Background: an optimization exercise with open tools, aiming at small area, a short achievable clock period and few clock cycles per item. Do not read the settings as production practice. In this exercise RTL edits were held to simulation tests only and were not proved equivalent to the original.

<file path="flow/run.sh">
#!/bin/bash
# synth_recipe.tcl (not shown) runs the flow's synth.tcl, then flattens the netlist and writes it again
# the make line also repeats each setting of config.mk as NAME=value (left out here)
make -C /OpenROAD-flow-scripts/flow DESIGN_CONFIG=/design/flow/config.mk WORK_HOME=/design/flow/orfs CLKGATE_MAP_FILE= SYNTH_SCRIPT=/design/flow/synth_recipe.tcl finish
</file>
<file path="flow/config.mk">
export PLATFORM = sky130hd
export DESIGN_NAME = ekf_frontend_top
export DESIGN_NICKNAME = ekf_frontend_top
export VERILOG_FILES = /design/flow/design.v
export SDC_FILE = /design/flow/constraint.sdc
export NUM_CORES = 4
export LEC_CHECK = 0
export CAP_MARGIN = 20
export CORE_MARGIN = 2
export CORE_UTILIZATION = 40
export SETUP_SLACK_MARGIN = 0.2
export SLEW_MARGIN = 20
</file>
<file path="flow/constraint.sdc">
create_clock -name core_clock -period 5.5 [get_ports {clk}]
set_input_delay 1.1000 -clock core_clock [delete_from_list [all_inputs] [get_ports {clk}]]
set_output_delay 1.1000 -clock core_clock [all_outputs]
set_load 0.01 [all_outputs]
</file>
<file path="flow/design.v">
`default_nettype none
package ekf_pkg;
  typedef enum logic [2:0] {
    STAGE_IDLE = 3'd0,
    STAGE_PRD  = 3'd1,
    STAGE_NEW  = 3'd2,
    STAGE_UPD  = 3'd3
  } stage_e;
  typedef logic signed [32-1:0] data_t;
  typedef logic [31:0] plb_addr_t;
  typedef logic [10-1:0] lm_idx_t;
endpackage
`default_nettype wire
`timescale 1ns/1ps
`default_nettype none
module ekf_stage_ctrl (
  input  wire             clk,
  input  wire             sys_rst,
  input  wire             ekf_pkg::stage_e i_stage_val,
  output logic            o_stage_rdy,
  output ekf_pkg::stage_e o_stage,
  output logic            o_fetch_start,
  input  wire             i_fetch_done,
  output logic            o_init_predict,
  output logic            o_init_newlm,
  output logic            o_init_update,
  input  wire             i_done_predict,
  input  wire             i_done_newlm,
  input  wire             i_done_update,
  output logic            o_capture,
  output logic            o_wb_start,
  input  wire             i_wb_done
);
  typedef enum logic [2:0] {
    ST_IDLE,
    ST_FETCH,
    ST_LAUNCH,
    ST_WAIT,
    ST_CAPTURE,
    ST_WB
  } state_e;
  state_e          state_q;
  ekf_pkg::stage_e stage_q;
  logic            wb_start_q;
  logic            accept;
  logic            done_hit;
  assign accept = (state_q == ST_IDLE) &&
                  ((i_stage_val == ekf_pkg::STAGE_PRD) ||
                   (i_stage_val == ekf_pkg::STAGE_NEW) ||
                   (i_stage_val == ekf_pkg::STAGE_UPD));
  always_comb begin
    case (stage_q)
      ekf_pkg::STAGE_PRD: done_hit = i_done_predict;
      ekf_pkg::STAGE_NEW: done_hit = i_done_newlm;
      ekf_pkg::STAGE_UPD: done_hit = i_done_update;
      default:            done_hit = 1'b0;
    endcase
  end
  always_ff @(posedge clk) begin
    if (sys_rst) begin
      state_q    <= ST_IDLE;
      stage_q    <= ekf_pkg::STAGE_IDLE;
      wb_start_q <= 1'b0;
    end else begin
      wb_start_q <= (state_q == ST_CAPTURE);
      case (state_q)
        ST_IDLE: begin
          if (accept) begin
            state_q <= ST_FETCH;
            stage_q <= i_stage_val;
          end
        end
        ST_FETCH: begin
          if (i_fetch_done) begin
            state_q <= ST_LAUNCH;
          end
        end
        ST_LAUNCH: state_q <= ST_WAIT;
        ST_WAIT: begin
          if (done_hit) begin
            state_q <= ST_CAPTURE;
          end
        end
        ST_CAPTURE: state_q <= ST_WB;
        ST_WB: begin
          if (i_wb_done) begin
            state_q <= ST_IDLE;
          end
        end
        default: state_q <= ST_IDLE;
      endcase
    end
  end
  assign o_stage_rdy    = (state_q == ST_IDLE);
  assign o_stage        = stage_q;
  assign o_fetch_start  = accept;
  assign o_init_predict = (state_q == ST_LAUNCH) && (stage_q == ekf_pkg::STAGE_PRD);
  assign o_init_newlm   = (state_q == ST_LAUNCH) && (stage_q == ekf_pkg::STAGE_NEW);
  assign o_init_update  = (state_q == ST_LAUNCH) && (stage_q == ekf_pkg::STAGE_UPD);
  assign o_capture      = (state_q == ST_CAPTURE);
  assign o_wb_start     = wb_start_q;
endmodule
`default_nettype wire
`timescale 1ns/1ps
`default_nettype none
module nonlinear_sampler (
  input  wire             clk,
  input  wire             sys_rst,
  input  wire             i_capture,
  input  wire             ekf_pkg::stage_e i_stage,
  input  wire             ekf_pkg::data_t i_rk,
  input  wire             ekf_pkg::data_t i_phi,
  input  wire             ekf_pkg::data_t i_result_0,
  input  wire             ekf_pkg::data_t i_result_1,
  input  wire             ekf_pkg::data_t i_result_2,
  input  wire             ekf_pkg::data_t i_result_3,
  input  wire             ekf_pkg::data_t i_result_4,
  input  wire             ekf_pkg::data_t i_result_5,
  input  wire             ekf_pkg::data_t i_xk,
  input  wire             ekf_pkg::data_t i_yk,
  input  wire             ekf_pkg::data_t i_xita,
  input  wire             ekf_pkg::data_t i_lkx,
  input  wire             ekf_pkg::data_t i_lky,
  output ekf_pkg::data_t  o_x_hat,
  output ekf_pkg::data_t  o_y_hat,
  output ekf_pkg::data_t  o_xita_hat,
  output ekf_pkg::data_t  o_fxi_13,
  output ekf_pkg::data_t  o_fxi_23,
  output ekf_pkg::data_t  o_lkx_hat,
  output ekf_pkg::data_t  o_lky_hat,
  output ekf_pkg::data_t  o_gxi_13,
  output ekf_pkg::data_t  o_gxi_23,
  output ekf_pkg::data_t  o_gz_11,
  output ekf_pkg::data_t  o_gz_12,
  output ekf_pkg::data_t  o_gz_21,
  output ekf_pkg::data_t  o_gz_22,
  output ekf_pkg::data_t  o_hxi_11,
  output ekf_pkg::data_t  o_hxi_12,
  output ekf_pkg::data_t  o_hxi_21,
  output ekf_pkg::data_t  o_hxi_22,
  output ekf_pkg::data_t  o_hz_11,
  output ekf_pkg::data_t  o_hz_12,
  output ekf_pkg::data_t  o_hz_21,
  output ekf_pkg::data_t  o_hz_22,
  output ekf_pkg::data_t  o_vt_1,
  output ekf_pkg::data_t  o_vt_2
);
  ekf_pkg::data_t r0_q, r1_q, r2_q, r3_q, r4_q, r5_q;
  always_ff @(posedge clk) begin
    r0_q <= i_result_0;
    r1_q <= i_result_1;
    r2_q <= i_result_2;
    r3_q <= i_result_3;
    r4_q <= i_result_4;
    r5_q <= i_result_5;
  end
  always_ff @(posedge clk) begin
    if (sys_rst) begin
      o_x_hat    <= '0;
      o_y_hat    <= '0;
      o_xita_hat <= '0;
      o_fxi_13   <= '0;
      o_fxi_23   <= '0;
    end else if (i_capture && (i_stage == ekf_pkg::STAGE_PRD)) begin
      o_x_hat    <= i_xk + r2_q;
      o_y_hat    <= i_yk + r3_q;
      o_xita_hat <= i_xita + r1_q;
      o_fxi_13   <= -r3_q;
      o_fxi_23   <= r2_q;
    end
  end
  always_ff @(posedge clk) begin
    if (sys_rst) begin
      o_lkx_hat <= '0;
      o_lky_hat <= '0;
      o_gxi_13  <= '0;
      o_gxi_23  <= '0;
      o_gz_11   <= '0;
      o_gz_12   <= '0;
      o_gz_21   <= '0;
      o_gz_22   <= '0;
    end else if (i_capture && (i_stage == ekf_pkg::STAGE_NEW)) begin
      o_lkx_hat <= i_lkx + r3_q;
      o_lky_hat <= i_lky + r2_q;
      o_gxi_13  <= r2_q;
      o_gxi_23  <= r3_q;
      o_gz_11   <= r0_q;
      o_gz_12   <= r2_q;
      o_gz_21   <= r1_q;
      o_gz_22   <= r3_q;
    end
  end
  always_ff @(posedge clk) begin
    if (sys_rst) begin
      o_hxi_11 <= '0;
      o_hxi_12 <= '0;
      o_hxi_21 <= '0;
      o_hxi_22 <= '0;
      o_hz_11  <= '0;
      o_hz_12  <= '0;
      o_hz_21  <= '0;
      o_hz_22  <= '0;
      o_vt_1   <= '0;
      o_vt_2   <= '0;
    end else if (i_capture && (i_stage == ekf_pkg::STAGE_UPD)) begin
      o_hxi_11 <= -r4_q;
      o_hxi_12 <= -r5_q;
      o_hxi_21 <= r2_q;
      o_hxi_22 <= -r3_q;
      o_hz_11  <= r4_q;
      o_hz_12  <= r5_q;
      o_hz_21  <= -r2_q;
      o_hz_22  <= r3_q;
      o_vt_1   <= i_rk - r0_q;
      o_vt_2   <= i_phi - r1_q;
    end
  end
endmodule
`default_nettype wire
`timescale 1ns/1ps
`default_nettype none
module plb_access_seq (
  input  wire               clk,
  input  wire               sys_rst,
  input  wire               ekf_pkg::stage_e i_stage,
  input  wire               ekf_pkg::lm_idx_t i_l_k,
  input  wire               i_fetch_start,
  output logic              o_fetch_done,
  input  wire               i_wb_start,
  output logic              o_wb_done,
  input  wire               ekf_pkg::data_t i_x_hat,
  input  wire               ekf_pkg::data_t i_y_hat,
  input  wire               ekf_pkg::data_t i_xita_hat,
  input  wire               ekf_pkg::data_t i_fxi_13,
  input  wire               ekf_pkg::data_t i_fxi_23,
  input  wire               ekf_pkg::data_t i_lkx_hat,
  input  wire               ekf_pkg::data_t i_lky_hat,
  input  wire               ekf_pkg::data_t i_gxi_13,
  input  wire               ekf_pkg::data_t i_gxi_23,
  input  wire               ekf_pkg::data_t i_gz_11,
  input  wire               ekf_pkg::data_t i_gz_12,
  input  wire               ekf_pkg::data_t i_gz_21,
  input  wire               ekf_pkg::data_t i_gz_22,
  input  wire               ekf_pkg::data_t i_hxi_11,
  input  wire               ekf_pkg::data_t i_hxi_12,
  input  wire               ekf_pkg::data_t i_hxi_21,
  input  wire               ekf_pkg::data_t i_hxi_22,
  input  wire               ekf_pkg::data_t i_hz_11,
  input  wire               ekf_pkg::data_t i_hz_12,
  input  wire               ekf_pkg::data_t i_hz_21,
  input  wire               ekf_pkg::data_t i_hz_22,
  input  wire               ekf_pkg::data_t i_vt_1,
  input  wire               ekf_pkg::data_t i_vt_2,
  output ekf_pkg::data_t    o_xk,
  output ekf_pkg::data_t    o_yk,
  output ekf_pkg::data_t    o_xita,
  output ekf_pkg::data_t    o_lkx,
  output ekf_pkg::data_t    o_lky,
  output logic              o_plb_en,
  output logic              o_plb_we,
  output ekf_pkg::plb_addr_t o_plb_addr,
  output ekf_pkg::data_t    o_plb_din,
  input  wire               ekf_pkg::data_t i_plb_dout
);
  localparam int RD_W = $clog2(5);
  localparam int WC_W = 4;
  localparam logic [RD_W-1:0] RD_LAST = RD_W'(5 - 1);
  localparam logic [WC_W-1:0] PRD_WORDS = WC_W'(5);
  localparam logic [WC_W-1:0] NEW_WORDS = WC_W'(8);
  localparam logic [WC_W-1:0] UPD_WORDS = WC_W'(10);
  localparam logic [31:0] JAC = 32'(4096);
  logic            rd_active_q;
  logic [RD_W-1:0] rd_idx_q;
  logic            rd_valid_q;
  logic [RD_W-1:0] rd_sel_q;
  logic            wr_active_q;
  logic [WC_W-1:0] wr_idx_q;
  logic [WC_W-1:0] wb_cnt;
  logic [WC_W-1:0] wb_last;
  logic [31:0]     lm_word;
  logic [31:0]     rd_word;
  logic [31:0]     wr_word;
  logic [31:0]     word;
  ekf_pkg::data_t  wr_data;
  assign lm_word = 32'(3) + 32'({i_l_k, 1'b0});
  assign rd_word = (rd_idx_q < RD_W'(3)) ? 32'(rd_idx_q)
                 : lm_word + 32'(rd_idx_q) - 32'(3);
  always_ff @(posedge clk) begin
    if (sys_rst) begin
      rd_active_q <= 1'b0;
      rd_idx_q    <= '0;
      rd_valid_q  <= 1'b0;
    end else begin
      rd_valid_q <= rd_active_q;
      if (i_fetch_start) begin
        rd_active_q <= 1'b1;
        rd_idx_q    <= '0;
      end else if (rd_active_q) begin
        if (rd_idx_q == RD_LAST) begin
          rd_active_q <= 1'b0;
        end
        rd_idx_q <= rd_idx_q + 1'b1;
      end
    end
  end
  always_ff @(posedge clk) begin
    rd_sel_q <= rd_idx_q;
    if (rd_valid_q) begin
      case (rd_sel_q)
        RD_W'(0): o_xk   <= i_plb_dout;
        RD_W'(1): o_yk   <= i_plb_dout;
        RD_W'(2): o_xita <= i_plb_dout;
        RD_W'(3): o_lkx  <= i_plb_dout;
        default:  o_lky  <= i_plb_dout;
      endcase
    end
  end
  assign o_fetch_done = rd_valid_q && (rd_sel_q == RD_LAST);
  always_comb begin
    wb_cnt  = WC_W'(1);
    wr_word = JAC + 32'(wr_idx_q);
    wr_data = '0;
    case (i_stage)
      ekf_pkg::STAGE_PRD: begin
        wb_cnt = PRD_WORDS;
        if (wr_idx_q < WC_W'(3)) begin
          wr_word = 32'(wr_idx_q);
        end else begin
          wr_word = JAC + 32'(wr_idx_q) - 32'd3;
        end
        case (wr_idx_q)
          WC_W'(0): wr_data = i_x_hat;
          WC_W'(1): wr_data = i_y_hat;
          WC_W'(2): wr_data = i_xita_hat;
          WC_W'(3): wr_data = i_fxi_13;
          default:  wr_data = i_fxi_23;
        endcase
      end
      ekf_pkg::STAGE_NEW: begin
        wb_cnt = NEW_WORDS;
        if (wr_idx_q < WC_W'(2)) begin
          wr_word = lm_word + 32'(wr_idx_q);
        end else begin
          wr_word = JAC + 32'(wr_idx_q) - 32'd2;
        end
        case (wr_idx_q)
          WC_W'(0): wr_data = i_lkx_hat;
          WC_W'(1): wr_data = i_lky_hat;
          WC_W'(2): wr_data = i_gxi_13;
          WC_W'(3): wr_data = i_gxi_23;
          WC_W'(4): wr_data = i_gz_11;
          WC_W'(5): wr_data = i_gz_12;
          WC_W'(6): wr_data = i_gz_21;
          default:  wr_data = i_gz_22;
        endcase
      end
      ekf_pkg::STAGE_UPD: begin
        wb_cnt = UPD_WORDS;
        case (wr_idx_q)
          WC_W'(0): wr_data = i_hxi_11;
          WC_W'(1): wr_data = i_hxi_12;
          WC_W'(2): wr_data = i_hxi_21;
          WC_W'(3): wr_data = i_hxi_22;
          WC_W'(4): wr_data = i_hz_11;
          WC_W'(5): wr_data = i_hz_12;
          WC_W'(6): wr_data = i_hz_21;
          WC_W'(7): wr_data = i_hz_22;
          WC_W'(8): wr_data = i_vt_1;
          default:  wr_data = i_vt_2;
        endcase
      end
      default: ;
    endcase
  end
  assign wb_last = wb_cnt - 1'b1;
  always_ff @(posedge clk) begin
    if (sys_rst) begin
      wr_active_q <= 1'b0;
      wr_idx_q    <= '0;
    end else if (i_wb_start) begin
      wr_active_q <= 1'b1;
      wr_idx_q    <= '0;
    end else if (wr_active_q) begin
      if (wr_idx_q == wb_last) begin
        wr_active_q <= 1'b0;
      end
      wr_idx_q <= wr_idx_q + 1'b1;
    end
  end
  assign o_wb_done = wr_active_q && (wr_idx_q == wb_last);
  assign word       = wr_active_q ? wr_word : rd_word;
  assign o_plb_en   = rd_active_q | wr_active_q;
  assign o_plb_we   = wr_active_q;
  assign o_plb_addr = {word[29:0], 2'b00};
  assign o_plb_din  = wr_data;
endmodule
`default_nettype wire
`timescale 1ns/1ps
`default_nettype none
module ekf_frontend_top (
  input  wire                clk,
  input  wire                sys_rst,
  input  wire                ekf_pkg::stage_e i_stage_val,
  output logic               o_stage_rdy,
  input  wire                ekf_pkg::lm_idx_t i_l_k,
  input  wire                ekf_pkg::data_t i_rk,
  input  wire                ekf_pkg::data_t i_phi,
  output logic               o_plb_en,
  output logic               o_plb_we,
  output ekf_pkg::plb_addr_t o_plb_addr,
  output ekf_pkg::data_t     o_plb_din,
  input  wire                ekf_pkg::data_t i_plb_dout,
  output logic               o_init_predict,
  output logic               o_init_newlm,
  output logic               o_init_update,
  output ekf_pkg::data_t     o_xk,
  output ekf_pkg::data_t     o_yk,
  output ekf_pkg::data_t     o_xita,
  output ekf_pkg::data_t     o_lkx,
  output ekf_pkg::data_t     o_lky,
  input  wire                i_done_predict,
  input  wire                i_done_newlm,
  input  wire                i_done_update,
  input  wire                ekf_pkg::data_t i_result_0,
  input  wire                ekf_pkg::data_t i_result_1,
  input  wire                ekf_pkg::data_t i_result_2,
  input  wire                ekf_pkg::data_t i_result_3,
  input  wire                ekf_pkg::data_t i_result_4,
  input  wire                ekf_pkg::data_t i_result_5
);
  ekf_pkg::stage_e stage;
  logic            fetch_start;
  logic            fetch_done;
  logic            capture;
  logic            wb_start;
  logic            wb_done;
  ekf_pkg::data_t x_hat, y_hat, xita_hat, fxi_13, fxi_23;
  ekf_pkg::data_t lkx_hat, lky_hat, gxi_13, gxi_23;
  ekf_pkg::data_t gz_11, gz_12, gz_21, gz_22;
  ekf_pkg::data_t hxi_11, hxi_12, hxi_21, hxi_22;
  ekf_pkg::data_t hz_11, hz_12, hz_21, hz_22;
  ekf_pkg::data_t vt_1, vt_2;
  ekf_stage_ctrl u_ctrl (
    .clk            (clk),
    .sys_rst        (sys_rst),
    .i_stage_val    (i_stage_val),
    .o_stage_rdy    (o_stage_rdy),
    .o_stage        (stage),
    .o_fetch_start  (fetch_start),
    .i_fetch_done   (fetch_done),
    .o_init_predict (o_init_predict),
    .o_init_newlm   (o_init_newlm),
    .o_init_update  (o_init_update),
    .i_done_predict (i_done_predict),
    .i_done_newlm   (i_done_newlm),
    .i_done_update  (i_done_update),
    .o_capture      (capture),
    .o_wb_start     (wb_start),
    .i_wb_done      (wb_done)
  );
  nonlinear_sampler u_sampler (
    .clk        (clk),
    .sys_rst    (sys_rst),
    .i_capture  (capture),
    .i_stage    (stage),
    .i_rk       (i_rk),
    .i_phi      (i_phi),
    .i_result_0 (i_result_0),
    .i_result_1 (i_result_1),
    .i_result_2 (i_result_2),
    .i_result_3 (i_result_3),
    .i_result_4 (i_result_4),
    .i_result_5 (i_result_5),
    .i_xk       (o_xk),
    .i_yk       (o_yk),
    .i_xita     (o_xita),
    .i_lkx      (o_lkx),
    .i_lky      (o_lky),
    .o_x_hat    (x_hat),
    .o_y_hat    (y_hat),
    .o_xita_hat (xita_hat),
    .o_fxi_13   (fxi_13),
    .o_fxi_23   (fxi_23),
    .o_lkx_hat  (lkx_hat),
    .o_lky_hat  (lky_hat),
    .o_gxi_13   (gxi_13),
    .o_gxi_23   (gxi_23),
    .o_gz_11    (gz_11),
    .o_gz_12    (gz_12),
    .o_gz_21    (gz_21),
    .o_gz_22    (gz_22),
    .o_hxi_11   (hxi_11),
    .o_hxi_12   (hxi_12),
    .o_hxi_21   (hxi_21),
    .o_hxi_22   (hxi_22),
    .o_hz_11    (hz_11),
    .o_hz_12    (hz_12),
    .o_hz_21    (hz_21),
    .o_hz_22    (hz_22),
    .o_vt_1     (vt_1),
    .o_vt_2     (vt_2)
  );
  plb_access_seq u_plb (
    .clk           (clk),
    .sys_rst       (sys_rst),
    .i_stage       (stage),
    .i_l_k         (i_l_k),
    .i_fetch_start (fetch_start),
    .o_fetch_done  (fetch_done),
    .i_wb_start    (wb_start),
    .o_wb_done     (wb_done),
    .i_x_hat       (x_hat),
    .i_y_hat       (y_hat),
    .i_xita_hat    (xita_hat),
    .i_fxi_13      (fxi_13),
    .i_fxi_23      (fxi_23),
    .i_lkx_hat     (lkx_hat),
    .i_lky_hat     (lky_hat),
    .i_gxi_13      (gxi_13),
    .i_gxi_23      (gxi_23),
    .i_gz_11       (gz_11),
    .i_gz_12       (gz_12),
    .i_gz_21       (gz_21),
    .i_gz_22       (gz_22),
    .i_hxi_11      (hxi_11),
    .i_hxi_12      (hxi_12),
    .i_hxi_21      (hxi_21),
    .i_hxi_22      (hxi_22),
    .i_hz_11       (hz_11),
    .i_hz_12       (hz_12),
    .i_hz_21       (hz_21),
    .i_hz_22       (hz_22),
    .i_vt_1        (vt_1),
    .i_vt_2        (vt_2),
    .o_xk          (o_xk),
    .o_yk          (o_yk),
    .o_xita        (o_xita),
    .o_lkx         (o_lkx),
    .o_lky         (o_lky),
    .o_plb_en      (o_plb_en),
    .o_plb_we      (o_plb_we),
    .o_plb_addr    (o_plb_addr),
    .o_plb_din     (o_plb_din),
    .i_plb_dout    (i_plb_dout)
  );
endmodule
`default_nettype wire
</file>
==> results.json <==
{
  "status": "timing/DRC/antenna clean",
  "p_sw_frac": 0.260,
  "worstPathArrival_ns": 4.25,
  "worst_setup_path_end_kind": "primary output",
  "post-route-period-util": 0.972,
  "dieArea_um2": 130000,
  "tightest_slew_ns": 1.14,
  "clock_path_buffers": 3,
  "clkTransAtPathRegs_ns": 0.07,
  "internal_power_mw": 13.4,
  "place_area_um2": 58200,
  "grt_overflow": 0,
  "yosysSeqAreaShare": 0.442,
  "hpwl_um": 175000,
  "port_buffers": 533,
  "dr.pass1.iters": 7,
  "drt_iter0_drc": 5723,
  "synth_cell_types": 100,
  "hp-class": "reg2reg",
  "synthesis.area_um2": 50700,
  "place_inst": 8008,
  "yosys_warnings": 3,
  "synthTopCellsByArea": "dfxtp_1 (35%), nand2_1 (10%), edfxtp_1 (9.5%)",
  "drive_gt1_frac": 0.0739,
  "finalClockSkew_ns": 0.0491,
  "grt_max_degree": 163,
  "cts-hold-fix-buffers": 0,
  "ys_seq_elements": 1040,
  "synthArstFlopShare": 0,
  "power_switching_mw": 4.68,
  "synthSimpleGateAreaFrac": 0.178,
  "initial_core_util": 0.403,
  "slew_headroom": 0.240,
  "final_common_cell": "nand2_1",
  "maxCapViolCount": 0,
  "final_cell_mix": "nand2_1 (1343), dfxtp_1 (879), a21oi_1 (835)",
  "setup_tns_ns": 0,
  "power.clock.fraction": 0.457,
  "instances_no_fill": 8247,
  "antenna_found_initial": 24,
  "ys.flop_type": "dfxtp_1",
  "cts_buffers": 116,
  "hold_viol": 0,
  "clock-sinks": 1040,
  "cp_data_required_time_ns": 4.40,
  "grt_use_total": 0.340,
  "yosysTopAreaCell": "dfxtp_1",
  "root_buffer": "clkbuf_16",
  "leakage_nw": 22.5,
  "setup_viol": 0,
  "grt_pass1_wl_um": 321000,
  "drv_slew": 0,
  "powerDensity_nw_per_um2": 289,
  "drc": 0,
  "io_pins": 536,
  "synth_top_family_by_area": "compound AO/OA/AOI/OAI gates",
  "coreArea_um2": 126000,
  "cp_max_fo": 31,
  "synthCells": 6024,
  "p_comb_frac": 0.098,
  "grt_pass1_vias": 45200,
  "synthMuxAreaShare": 0.00358,
  "dieHeight_um": 360,
  "synth_adder_area_share": 0.0662,
  "yosys.area_share.xor_xnor": 0.0490,
  "insertion_delay_ns": 0.79,
  "max_freq_mhz": 187,
  "avgViaCountPerCell": 5.91,
  "cts_tree": "built",
  "htreeDepth": 3,
  "area_delta_synth_final_pct": 23.2,
  "fin_crit_ns": 5.35,
  "wirelength_um": 229000,
  "cp-start-kind": "flop",
  "gp_congestion": 0.988,
  "rsz0062_at_grt": "true",
  "fillers": 12200,
  "postRouteAntennaNets": 0,
  "vdd_drop_max_v": 0.000257,
  "fin_area_um2": 62500,
  "avgSynthCellArea_um2": 8.42,
  "power_frac_seq": 0.445,
  "synth-edff-count": 160,
  "finalPower_mw": 18.0,
  "finalNetCount": 7058,
  "fp-row-count": 130,
  "die_x_um": 360,
  "synth_top_area_share": 0.347,
  "synth_compound_area_frac": 0.220,
  "crit_type": "reg2out",
  "wl_per_cell_um": 27.8,
  "dr_total_vias": 48700
}
[power groups by stage]
stage          clock network [mW]  logic, mW  registers [mW]
3_5_place_dp                    0       1.70            8.18
2_1_floorplan                   0      0.982            8.06
3_3_place_gp                    0       1.71            8.19
5_1_grt                      8.60       1.90            8.02
4_1_cts                      8.31       1.73            8.02
6_report                     8.24       1.77            8.03
[logic make-up after synthesis]
kind of cell,after synthesis
simple gates,2087
compound gates,1811
flops,1040
buf+inv,520
xor+xnor,284
fa+ha+maj,263
mux,18
other cells,1
[routing by layer]
layer	GRT usage	vias up	part of all wire	wire length (um)
met5	0	-	0.00037	85
met4	0.182	12	0.063	14400
met3	0.0864	506	0.10	23400
met2	0.519	2482	0.44	99900
met1	0.440	23400	0.40	91800
li1	-	22300	-	-
[per-stage QoR]
stage / util / hold WS [ns] / worst slack, ns
after floorplan: - / 0.382 / 0.581
after global placement: 0.463 / 0.405 / -0.631
after detailed placement: 0.463 / 0.405 / -0.617
after CTS: 0.496 / 0.433 / 0.107
after global routing: 0.497 / 0.458 / 0.139
final: 0.497 / 0.427 / 0.152
[timing repair]
action | in CTS | in global routing
pin swaps | 13 | 20
resized for setup | 74 | 31
setup buffers | 5 | 6
endpoints found under the setup margin | 54 | 37
cloned | 0 | 1
[critical path, cell delays in order (launching register included)]
cell and delay (ns):
dfxtp_1 0.33, buf_4 0.18, ha_1 0.44, and3_4 0.58
buf_4 0.30, a22oi_1 0.11, nand3_1 0.22, a221oi_1 0.07
o21ai_0 0.56, clkdlybuf4s50_1 0.67
[final cells by class]
cell class / count / area [um^2] / share of cell area
antenna: 8 / 20.0 / 0.000320
clock buffer: 163 / 3350 / 0.0536
clock inverter: 55 / 696 / 0.0111
inverter: 148 / 556 / 0.00889
multi-input combinational: 4466 / 26500 / 0.425
sequential: 1040 / 22400 / 0.359
tap: 1650 / 2060 / 0.0330
timing repair buffer: 717 / 6850 / 0.110
[Yosys cell counts (17+ instances only)]
| library cell | count |
|---|---|
| nand2b_1 | 29 |
| clkbuf_1 | 339 |
| a21o_1 | 99 |
| dfxtp_1 | 880 |
| xor2_1 | 97 |
| nand3_1 | 115 |
| a22oi_1 | 180 |
| a222oi_1 | 22 |
| inv_1 | 147 |
| o31ai_1 | 17 |
| nor2b_1 | 33 |
| nor2_1 | 236 |
| o21bai_1 | 28 |
| or3_1 | 48 |
| ha_1 | 254 |
| o21a_1 | 25 |
| nand4_1 | 30 |
| a31oi_1 | 96 |
| edfxtp_1 | 160 |
| xnor2_1 | 187 |
| nor3_1 | 81 |
| nand2_1 | 1345 |
| nor4_1 | 27 |
| mux2i_1 | 17 |
| and3_1 | 41 |
| a211oi_1 | 63 |
| a22o_1 | 32 |
| a221oi_1 | 59 |
| o21ai_0 | 216 |
| or4_1 | 18 |
| a21oi_1 | 841 |
[path summary, 6_finish.rpt]
check | start | endpoint | slack, ns | cells past startpoint
min | u_plb.rd_idx_q[2] | u_plb.rd_sel_q[2] | 0.43 | 0
max reg2reg | u_sampler.r2_q[0] | u_sampler.o_x_hat[28] | 1.01 | 14
max | u_plb.wr_idx_q[1] | o_plb_din[15] | 0.15 | 9
min reg2reg | u_plb.rd_idx_q[2] | u_plb.rd_sel_q[2] | 0.43 | 0
Testbench counts, summed over its fixed seeds: cycles 26,571, stages 1,200.

[port drivers added, routing unchanged]
The results above use ideal ports. As a check the final layout listed here was re-extracted and re-timed, cells and wires unchanged. Step 1: set_driving_cell puts a clkbuf_16 on clk and a buf_2 on each other input, an assumption about the parent block. Step 2 adds t to the input delays and takes it off the output delays; t is the mean of the earliest and latest rising clock arrival at the registers after step 1. Input paths then give back, and output paths get back, about the clock's delay inside the block. a / b / c = no drivers / after step 1 / after step 2; a / b = the first two.
t, ns: 0.840
setup WS [ns]: 0.152 / 0.074 / 0.259
hold WS [ns]: 0.427 / 0.427 / 0.427
clock arrival spread, ns: 0.049 / 0.050
After both steps this run still meets setup and hold. The setup slack of this run moves by -0.078 ns with the drivers and by +0.107 ns with both steps.
